From an optimization exercise on the open Yosys and OpenROAD flow, aimed at small area and a short achievable clock period; shortcuts taken in it are not production practice. Where RTL was checked, it was by simulation tests only, not by an equivalence proof against the original.

==> 05-16: inputs <==
## bru_cluster
module bru_cluster (
   input  logic                                                    clk,
   input  logic                                                    rst_n,
   input  logic [bru_pipe_pkg::num_lanes*bru_pipe_pkg::uop_w-1:0]     issue,
   output logic [bru_pipe_pkg::redirect_w-1:0]                        redirect,
   output logic [bru_pipe_pkg::num_lanes*bru_pipe_pkg::link_wb_w-1:0] link_wb
);
   logic                                   s_found;
   logic                                   s_link;
   logic                                   s_jr;
   logic [bru_pipe_pkg::lane_idx_w-1:0]    s_lane;
   logic [bru_pipe_pkg::xlen-1:0]          s_a;
   logic [bru_pipe_pkg::xlen-3:0]          s_pc;
   logic [bru_pipe_pkg::xlen-1:0]          s_offset;
   logic [bru_pipe_pkg::reg_idx_w-1:0]     s_rd;
   bru_issue_stage bru_issue_stage_i (
      .clk      (clk),
      .rst_n    (rst_n),
      .issue    (issue),
      .s_found  (s_found),
      .s_link   (s_link),
      .s_jr     (s_jr),
      .s_lane   (s_lane),
      .s_a      (s_a),
      .s_pc     (s_pc),
      .s_offset (s_offset),
      .s_rd     (s_rd)
   );
   bru_redirect_select bru_redirect_select_i (
      .clk      (clk),
      .rst_n    (rst_n),
      .s_found  (s_found),
      .s_link   (s_link),
      .s_jr     (s_jr),
      .s_lane   (s_lane),
      .s_a      (s_a),
      .s_pc     (s_pc),
      .s_offset (s_offset),
      .s_rd     (s_rd),
      .redirect (redirect),
      .link_wb  (link_wb)
   );
endmodule
==> module branch_unit, before the edit <==
module branch_unit (
   input  bru_pipe_pkg::bru_uop_t uop,
   output logic                   taken,
   output logic                   is_link,
   output logic                   is_jr
);
   localparam int xlen = bru_pipe_pkg::xlen;
   logic cond_eqz;
   logic cond_eq;
   logic cond_lt;
   logic sgn;
   logic base;
   assign cond_eqz = ~|uop.a;
   assign cond_eq  = (uop.a == uop.b);
   assign sgn     = ~uop.op[1];
   assign cond_lt = {uop.a[xlen-1] ^ sgn, uop.a[xlen-2:0]} < {uop.b[xlen-1] ^ sgn, uop.b[xlen-2:0]};
   assign base    = uop.op[2] ? cond_lt : (uop.op[1] ? cond_eq : cond_eqz);
   assign taken   = uop.valid & (uop.op[3] | (uop.op[0] ^ base));
   assign is_link = uop.op[3:1] == 3'b100;
   assign is_jr   = uop.op == 4'b1000;
endmodule
==> module bru_redirect_select, before the edit <==
module bru_redirect_select (
   input  logic                                                    clk,
   input  logic                                                    rst_n,
   input  logic                                                    s_found,
   input  logic                                                    s_link,
   input  logic                                                    s_jr,
   input  logic [bru_pipe_pkg::lane_idx_w-1:0]                     s_lane,
   input  logic [bru_pipe_pkg::xlen-1:0]                           s_a,
   input  logic [bru_pipe_pkg::xlen-3:0]                           s_pc,
   input  logic [bru_pipe_pkg::xlen-1:0]                           s_offset,
   input  logic [bru_pipe_pkg::reg_idx_w-1:0]                      s_rd,
   output logic [bru_pipe_pkg::redirect_w-1:0]                        redirect,
   output logic [bru_pipe_pkg::num_lanes*bru_pipe_pkg::link_wb_w-1:0] link_wb
);
   localparam int num_lanes = bru_pipe_pkg::num_lanes;
   localparam int xlen      = bru_pipe_pkg::xlen;
   localparam int link_wb_w = bru_pipe_pkg::link_wb_w;
   logic [xlen-1:0] base;
   logic [xlen-1:0] target;
   logic [xlen-3:0] link_pc;
   logic            red_en;
   logic            link_en;
   assign base    = s_jr ? s_a : {s_pc, 2'b00};
   assign target  = base + s_offset;
   assign link_pc = s_pc + (xlen-2)'(1);
   assign red_en  = rst_n & s_found;
   assign link_en = rst_n & s_link;
   always_ff @(posedge clk) begin
      redirect <= red_en ? {1'b1, s_lane, target} : '0;
      for (int i = 0; i < num_lanes; i++) begin
         link_wb[i*link_wb_w +: link_wb_w] <= (link_en && s_lane == i)
                                              ? {1'b1, s_rd, link_pc, 2'b00} : '0;
      end
   end
endmodule
clock: 5.0 ns
lec_check: 0
cap_margin: 20
core_area: 5 5 265 265
die_area: 0 0 270 270
setup_slack_margin: 2.5
slew_margin: 20
standard.sh (not shown) runs the stock make flow with config.mk's settings and CLKGATE_MAP_FILE= SYNTH_SCRIPT=/design/flow/synth_recipe.tcl, a recipe that flattens the netlist after the stock synthesis.
==> flow/flow/run.sh <==
#!/bin/bash
# Standard layout, with the port buffers made from the smallest buffer cell
# instead of the resizer's default pick; every tool's output goes to a log here.
bash standard.sh 'BUFFER_PORTS_ARGS=-buffer_cell sky130_fd_sc_hd__buf_1' finish > standard_run.log 2>&1
==> inputs of 03-12, as changes to 05-16 <==
--- a/flow/design.v
+++ b/flow/design.v
@@ -146,6 +146,36 @@
    logic base;
+   logic [xlen-1:0] lt_l0;
+   logic [xlen-1:0] eq_l0;
+   logic [15:0]     lt_l1;
+   logic [15:0]     eq_l1;
+   logic [7:0]      lt_l2;
+   logic [7:0]      eq_l2;
+   logic [3:0]      lt_l3;
+   logic [3:0]      eq_l3;
+   logic [1:0]      lt_l4;
+   logic [1:0]      eq_l4;
    assign cond_eqz = ~|uop.a;
-   assign cond_eq  = (uop.a == uop.b);
-   assign sgn     = ~uop.op[1];
-   assign cond_lt = {uop.a[xlen-1] ^ sgn, uop.a[xlen-2:0]} < {uop.b[xlen-1] ^ sgn, uop.b[xlen-2:0]};
+   assign sgn   = ~uop.op[1];
+   assign lt_l0 = {~(uop.a[xlen-1] ^ sgn) & (uop.b[xlen-1] ^ sgn), ~uop.a[xlen-2:0] & uop.b[xlen-2:0]};
+   assign eq_l0 = ~(uop.a ^ uop.b);
+   always_comb begin
+      for (int j = 0; j < 16; j++) begin
+         lt_l1[j] = lt_l0[2*j+1] | (eq_l0[2*j+1] & lt_l0[2*j]);
+         eq_l1[j] = eq_l0[2*j+1] & eq_l0[2*j];
+      end
+      for (int j = 0; j < 8; j++) begin
+         lt_l2[j] = lt_l1[2*j+1] | (eq_l1[2*j+1] & lt_l1[2*j]);
+         eq_l2[j] = eq_l1[2*j+1] & eq_l1[2*j];
+      end
+      for (int j = 0; j < 4; j++) begin
+         lt_l3[j] = lt_l2[2*j+1] | (eq_l2[2*j+1] & lt_l2[2*j]);
+         eq_l3[j] = eq_l2[2*j+1] & eq_l2[2*j];
+      end
+      for (int j = 0; j < 2; j++) begin
+         lt_l4[j] = lt_l3[2*j+1] | (eq_l3[2*j+1] & lt_l3[2*j]);
+         eq_l4[j] = eq_l3[2*j+1] & eq_l3[2*j];
+      end
+   end
+   assign cond_lt = lt_l4[1] | (eq_l4[1] & lt_l4[0]);
+   assign cond_eq = eq_l4[1] & eq_l4[0];
    assign base    = uop.op[2] ? cond_lt : (uop.op[1] ? cond_eq : cond_eqz);
@@ -179,3 +209,17 @@
    assign target  = base + s_offset;
-   assign link_pc = s_pc + (xlen-2)'(1);
+   logic [xlen-3:0] all_set;
+   always_comb begin
+      all_set = s_pc;
+      for (int l = 0; l < 5; l++) begin
+         for (int i = (2 << l) - 1; i < xlen-2; i += (2 << l)) begin
+            all_set[i] = all_set[i] & all_set[i - (1 << l)];
+         end
+      end
+      for (int l = 3; l >= 0; l--) begin
+         for (int i = (3 << l) - 1; i < xlen-2; i += (2 << l)) begin
+            all_set[i] = all_set[i] & all_set[i - (1 << l)];
+         end
+      end
+   end
+   assign link_pc = s_pc ^ {all_set[xlen-4:0], 1'b1};
    assign red_en  = rst_n & s_found;
==> flow/flow/run.sh (replaced) <==
#!/bin/bash
# Standard layout, with the port buffers made from the smallest buffer cell
# instead of the resizer's default pick, and the pins one track apart so that
# they fit on a smaller die; every tool's output goes to a log here.
bash standard.sh 'BUFFER_PORTS_ARGS=-buffer_cell sky130_fd_sc_hd__buf_1' \
  'PLACE_PINS_ARGS=-min_distance 1 -min_distance_in_tracks' finish > standard_run.log 2>&1
--- a/flow/config.mk
+++ b/flow/config.mk
@@ -7,6 +7,8 @@
 export LEC_CHECK = 0
+export ABC_AREA = 1
 export CAP_MARGIN = 20
-export CORE_AREA = 5 5 265 265
-export DIE_AREA = 0 0 270 270
-export SETUP_SLACK_MARGIN = 2.5
+export CORE_AREA = 5 5 195 195
+export DIE_AREA = 0 0 200 200
+export SETUP_SLACK_MARGIN = 2.0
 export SLEW_MARGIN = 20
+export TNS_END_PERCENT = 25
==> inputs of 05-27, as changes to 05-16 <==
--- a/flow/design.v
+++ b/flow/design.v
@@ -146,6 +146,36 @@
    logic base;
+   logic [xlen-1:0] lt_l0;
+   logic [xlen-1:0] eq_l0;
+   logic [15:0]     lt_l1;
+   logic [15:0]     eq_l1;
+   logic [7:0]      lt_l2;
+   logic [7:0]      eq_l2;
+   logic [3:0]      lt_l3;
+   logic [3:0]      eq_l3;
+   logic [1:0]      lt_l4;
+   logic [1:0]      eq_l4;
    assign cond_eqz = ~|uop.a;
-   assign cond_eq  = (uop.a == uop.b);
-   assign sgn     = ~uop.op[1];
-   assign cond_lt = {uop.a[xlen-1] ^ sgn, uop.a[xlen-2:0]} < {uop.b[xlen-1] ^ sgn, uop.b[xlen-2:0]};
+   assign sgn   = ~uop.op[1];
+   assign lt_l0 = {~(uop.a[xlen-1] ^ sgn) & (uop.b[xlen-1] ^ sgn), ~uop.a[xlen-2:0] & uop.b[xlen-2:0]};
+   assign eq_l0 = ~(uop.a ^ uop.b);
+   always_comb begin
+      for (int j = 0; j < 16; j++) begin
+         lt_l1[j] = lt_l0[2*j+1] | (eq_l0[2*j+1] & lt_l0[2*j]);
+         eq_l1[j] = eq_l0[2*j+1] & eq_l0[2*j];
+      end
+      for (int j = 0; j < 8; j++) begin
+         lt_l2[j] = lt_l1[2*j+1] | (eq_l1[2*j+1] & lt_l1[2*j]);
+         eq_l2[j] = eq_l1[2*j+1] & eq_l1[2*j];
+      end
+      for (int j = 0; j < 4; j++) begin
+         lt_l3[j] = lt_l2[2*j+1] | (eq_l2[2*j+1] & lt_l2[2*j]);
+         eq_l3[j] = eq_l2[2*j+1] & eq_l2[2*j];
+      end
+      for (int j = 0; j < 2; j++) begin
+         lt_l4[j] = lt_l3[2*j+1] | (eq_l3[2*j+1] & lt_l3[2*j]);
+         eq_l4[j] = eq_l3[2*j+1] & eq_l3[2*j];
+      end
+   end
+   assign cond_lt = lt_l4[1] | (eq_l4[1] & lt_l4[0]);
+   assign cond_eq = eq_l4[1] & eq_l4[0];
    assign base    = uop.op[2] ? cond_lt : (uop.op[1] ? cond_eq : cond_eqz);
--- a/flow/config.mk
+++ b/flow/config.mk
@@ -7,2 +7,3 @@
 export LEC_CHECK = 0
+export ABC_AREA = 1
 export CAP_MARGIN = 20
@@ -10,3 +11,3 @@
 export DIE_AREA = 0 0 270 270
-export SETUP_SLACK_MARGIN = 2.5
+export SETUP_SLACK_MARGIN = 2.3
 export SLEW_MARGIN = 20
==> results_dict.tcl <==
set metrics [dict create \
    crit_slowest_cell "ha_1" \
    switching_share_pct 31.4 \
    place_congestion 0.985 \
    regArea_um2 5680 \
    rrSetupSlack_ns 2.09 \
    power_mw 6.07 \
    status "no timing/DRC/antenna violations" \
    yosysMostFrequentCell "nand2_1" \
    diodes 16 \
    wirelength_um 64500 \
    fin_crit_sh_pct 59.4 \
]
That was 03-12.
==> results_dict.tcl <==
set metrics [dict create \
    regArea_um2 5680 \
    synth_compound_area_share_pct 11.2 \
    place_congestion 0.950 \
    yosysMostFrequentCell "nand2_1" \
    nNonClkBuffers 885 \
    power_mw 7.67 \
    status "no timing/DRC/antenna violations" \
    p_per_area_nw_per_um2 291 \
    switching_share_pct 34.3 \
    diodes 3 \
    crit_slowest_cell "buf_1" \
    wirelength_um 95100 \
    fin_crit_sh_pct 58.2 \
]
That was 05-27.
==> results_dict.tcl <==
set metrics [dict create \
    power_mw 7.35 \
    rrSetupSlack_ns 1.97 \
    seq_power_share_pct 35.2 \
    async_reset_ff_share_pct 0 \
    clkTransAtPathRegs_ns 0.06 \
    largest_class "multi-input combinational cells" \
    yosysMostFrequentCell "dfxtp_1" \
    initial_utilization_pct 22.9 \
    switching_share_pct 33.4 \
    place_congestion 0.939 \
    regArea_um2 5680 \
    wirelength_um 87200 \
    crit_slowest_cell "o31a_4" \
    fin_crit_sh_pct 72.5 \
    status "no timing/DRC/antenna violations" \
]
That was 05-16.
The RTL of 05-16 was laid out without a check of its function.

==> juniper: inputs <==
bru_cluster with an RTL version that a note above also has.
Design bru_cluster, start of the top module:
module bru_cluster (
   input  logic                                                    clk,
   input  logic                                                    rst_n,
   input  logic [bru_pipe_pkg::num_lanes*bru_pipe_pkg::uop_w-1:0]     issue,
   output logic [bru_pipe_pkg::redirect_w-1:0]                        redirect,
   output logic [bru_pipe_pkg::num_lanes*bru_pipe_pkg::link_wb_w-1:0] link_wb
);
   logic                                   s_found;
   logic                                   s_link;
   logic                                   s_jr;
   logic [bru_pipe_pkg::lane_idx_w-1:0]    s_lane;
   logic [bru_pipe_pkg::xlen-1:0]          s_a;
   logic [bru_pipe_pkg::xlen-3:0]          s_pc;
   logic [bru_pipe_pkg::xlen-1:0]          s_offset;
   logic [bru_pipe_pkg::reg_idx_w-1:0]     s_rd;
   bru_issue_stage bru_issue_stage_i (
      .clk      (clk),
      .rst_n    (rst_n),
      .issue    (issue),
      .s_found  (s_found),
      .s_link   (s_link),
      .s_jr     (s_jr),
      .s_lane   (s_lane),
      .s_a      (s_a),
      .s_pc     (s_pc),
      .s_offset (s_offset),
      .s_rd     (s_rd)
   );
   bru_redirect_select bru_redirect_select_i (
      .clk      (clk),
      .rst_n    (rst_n),
      .s_found  (s_found),
      .s_link   (s_link),
      .s_jr     (s_jr),
      .s_lane   (s_lane),
      .s_a      (s_a),
      .s_pc     (s_pc),
      .s_offset (s_offset),
  ...
==> module bru_redirect_select, before the edit <==
module bru_redirect_select (
   input  logic                                                    clk,
   input  logic                                                    rst_n,
   input  logic                                                    s_found,
   input  logic                                                    s_link,
   input  logic                                                    s_jr,
   input  logic [bru_pipe_pkg::lane_idx_w-1:0]                     s_lane,
   input  logic [bru_pipe_pkg::xlen-1:0]                           s_a,
   input  logic [bru_pipe_pkg::xlen-3:0]                           s_pc,
   input  logic [bru_pipe_pkg::xlen-1:0]                           s_offset,
   input  logic [bru_pipe_pkg::reg_idx_w-1:0]                      s_rd,
   output logic [bru_pipe_pkg::redirect_w-1:0]                        redirect,
   output logic [bru_pipe_pkg::num_lanes*bru_pipe_pkg::link_wb_w-1:0] link_wb
);
   localparam int num_lanes = bru_pipe_pkg::num_lanes;
   localparam int xlen      = bru_pipe_pkg::xlen;
   localparam int link_wb_w = bru_pipe_pkg::link_wb_w;
   logic [xlen-1:0] base;
   logic [xlen-1:0] target;
   logic [xlen-3:0] link_pc;
   logic            red_en;
   logic            link_en;
   assign base    = s_jr ? s_a : {s_pc, 2'b00};
   assign target  = base + s_offset;
   logic [xlen-3:0] all_set;
   always_comb begin
      all_set = s_pc;
      for (int l = 0; l < 5; l++) begin
         for (int i = (2 << l) - 1; i < xlen-2; i += (2 << l)) begin
            all_set[i] = all_set[i] & all_set[i - (1 << l)];
         end
      end
      for (int l = 3; l >= 0; l--) begin
         for (int i = (3 << l) - 1; i < xlen-2; i += (2 << l)) begin
            all_set[i] = all_set[i] & all_set[i - (1 << l)];
         end
      end
   end
   assign link_pc = s_pc ^ {all_set[xlen-4:0], 1'b1};
   assign red_en  = rst_n & s_found;
   assign link_en = rst_n & s_link;
   always_ff @(posedge clk) begin
      redirect <= red_en ? {1'b1, s_lane, target} : '0;
      for (int i = 0; i < num_lanes; i++) begin
         link_wb[i*link_wb_w +: link_wb_w] <= (link_en && s_lane == i)
                                              ? {1'b1, s_rd, link_pc, 2'b00} : '0;
      end
   end
endmodule
clock: 5.0 ns
lec_check: 0
abc_area: 1
cap_margin: 20
core_area: 5 5 195 195
die_area: 0 0 200 200
setup_slack_margin: 2.0
slew_margin: 20
tns_end_percent: 0
==> flow/flow/run.sh <==
#!/bin/bash
# Standard layout, with the port buffers made from the smallest buffer cell
# instead of the resizer's default pick, and the pins one track apart so that
# they fit on a smaller die; every tool's output goes to a log here.
bash standard.sh 'BUFFER_PORTS_ARGS=-buffer_cell sky130_fd_sc_hd__buf_1' \
  'PLACE_PINS_ARGS=-min_distance 1 -min_distance_in_tracks' finish > standard_run.log 2>&1
==> pepper: changes against juniper <==
--- a/flow/design.v
+++ b/flow/design.v
@@ -208,19 +208,5 @@
    assign base    = s_jr ? s_a : {s_pc, 2'b00};
    assign target  = base + s_offset;
-   logic [xlen-3:0] all_set;
-   always_comb begin
-      all_set = s_pc;
-      for (int l = 0; l < 5; l++) begin
-         for (int i = (2 << l) - 1; i < xlen-2; i += (2 << l)) begin
-            all_set[i] = all_set[i] & all_set[i - (1 << l)];
-         end
-      end
-      for (int l = 3; l >= 0; l--) begin
-         for (int i = (3 << l) - 1; i < xlen-2; i += (2 << l)) begin
-            all_set[i] = all_set[i] & all_set[i - (1 << l)];
-         end
-      end
-   end
-   assign link_pc = s_pc ^ {all_set[xlen-4:0], 1'b1};
+   assign link_pc = s_pc + (xlen-2)'(1);
    assign red_en  = rst_n & s_found;
    assign link_en = rst_n & s_link;
==> flow/flow/run.sh (replaced) <==
#!/bin/bash
# Standard layout, with the port buffers made from the smallest buffer cell
# instead of the resizer's default pick; every tool's output goes to a log here.
bash standard.sh 'BUFFER_PORTS_ARGS=-buffer_cell sky130_fd_sc_hd__buf_1' finish > standard_run.log 2>&1
- CORE_AREA: 5 5 195 195 -> 5 5 251 251
- DIE_AREA: 0 0 200 200 -> 0 0 256 256
- TNS_END_PERCENT: 0 -> default
==> harbor: changes against juniper <==
--- a/flow/design.v
+++ b/flow/design.v
@@ -208,19 +208,5 @@
    assign base    = s_jr ? s_a : {s_pc, 2'b00};
    assign target  = base + s_offset;
-   logic [xlen-3:0] all_set;
-   always_comb begin
-      all_set = s_pc;
-      for (int l = 0; l < 5; l++) begin
-         for (int i = (2 << l) - 1; i < xlen-2; i += (2 << l)) begin
-            all_set[i] = all_set[i] & all_set[i - (1 << l)];
-         end
-      end
-      for (int l = 3; l >= 0; l--) begin
-         for (int i = (3 << l) - 1; i < xlen-2; i += (2 << l)) begin
-            all_set[i] = all_set[i] & all_set[i - (1 << l)];
-         end
-      end
-   end
-   assign link_pc = s_pc ^ {all_set[xlen-4:0], 1'b1};
+   assign link_pc = s_pc + (xlen-2)'(1);
    assign red_en  = rst_n & s_found;
    assign link_en = rst_n & s_link;
==> flow/flow/run.sh (replaced) <==
#!/bin/bash
# Standard layout, with the port buffers made from the smallest buffer cell
# instead of the resizer's default pick; every tool's output goes to a log here.
bash standard.sh 'BUFFER_PORTS_ARGS=-buffer_cell sky130_fd_sc_hd__buf_1' finish > standard_run.log 2>&1
- CORE_AREA: 5 5 195 195 -> 5 5 265 265
- DIE_AREA: 0 0 200 200 -> 0 0 270 270
- SETUP_SLACK_MARGIN: 2.0 -> 1.5
- TNS_END_PERCENT: 0 -> default
==> results_dict.tcl <==
set metrics [dict create \
    firstDrtPassIters 6 \
    nNetsFinal 3754 \
    outcome "no timing/DRC/antenna violations" \
    drt_iter0_drc 1309 \
    max_stage_delay_ns 0.29 \
    synth.distinct_cells 47 \
    cts_resized 55 \
    grt_pass1_wl_um 114000 \
]
Source of the figures above: pepper

==> results_dict.tcl <==
set metrics [dict create \
    cts_resized 1 \
    grt_pass1_wl_um 114000 \
    nNetsFinal 3735 \
    drt_iter0_drc 1268 \
    synthTopCellsByCount "537 x nand2_1, 285 x inv_1, 283 x dfxtp_1" \
    outcome "no timing/DRC/antenna violations" \
    overflow 0 \
    firstDrtPassIters 8 \
    synth.distinct_cells 47 \
]
Source of the figures above: harbor

==> results_dict.tcl <==
set metrics [dict create \
    outcome "no timing/DRC/antenna violations" \
    cpMostUsedCell "nand2_1" \
    drt_iter0_drc 866 \
    grt_max_degree 46 \
    max_stage_delay_ns 0.29 \
    grt_pass1_wl_um 90700 \
    synth.distinct_cells 45 \
    firstDrtPassIters 5 \
    crit_path_start "issue[126]" \
    timing.rr.end "bru_redirect_select_i.link_wb[107]" \
    worstSetupPathType "input port to flop" \
    nNetsFinal 3668 \
    drv_cap 0 \
    cts_resized 22 \
    clkCellAreaFrac_pct 4.36 \
]
Source of the figures above: juniper

-- re-timing with driven ports --
The results above use ideal ports. As a check the final layouts listed here were re-extracted and re-timed, cells and wires unchanged. Step 1 sets driving cells, clkbuf_16 on the clock port and buf_2 on the other inputs (assumed; they add their load-dependent delay and slew). Step 2 adds t to the input delays and takes it off the output delays; t is the mean of the earliest and latest rising clock arrival at the registers after step 1. Input paths then give back, and output paths get back, about the clock's delay inside the block. a / b / c = ideal ports / drivers / drivers and shift; a / b = the first two.
run | shift t [ns] | setup slack, ns | pins driven straight from the clock port
05-16 | 0.627 | 1.373 / 1.369 / 0.742 | 1
03-12 | 0.576 | 2.029 / 2.035 / 1.459 | 1
05-27 | 0.655 | 2.092 / 2.097 / 1.442 | 1
juniper | 0.574 | 1.954 / 1.969 / 1.396 | 1
pepper | 0.631 | 2.019 / 2.051 / 1.421 | 1
harbor | 0.637 | 1.632 / 1.658 / 1.021 | 1
After both steps every run listed still meets setup and hold. For 05-27, which loses most, drivers alone change the setup slack by +0.005 ns; drivers and shift together by -0.650 ns.
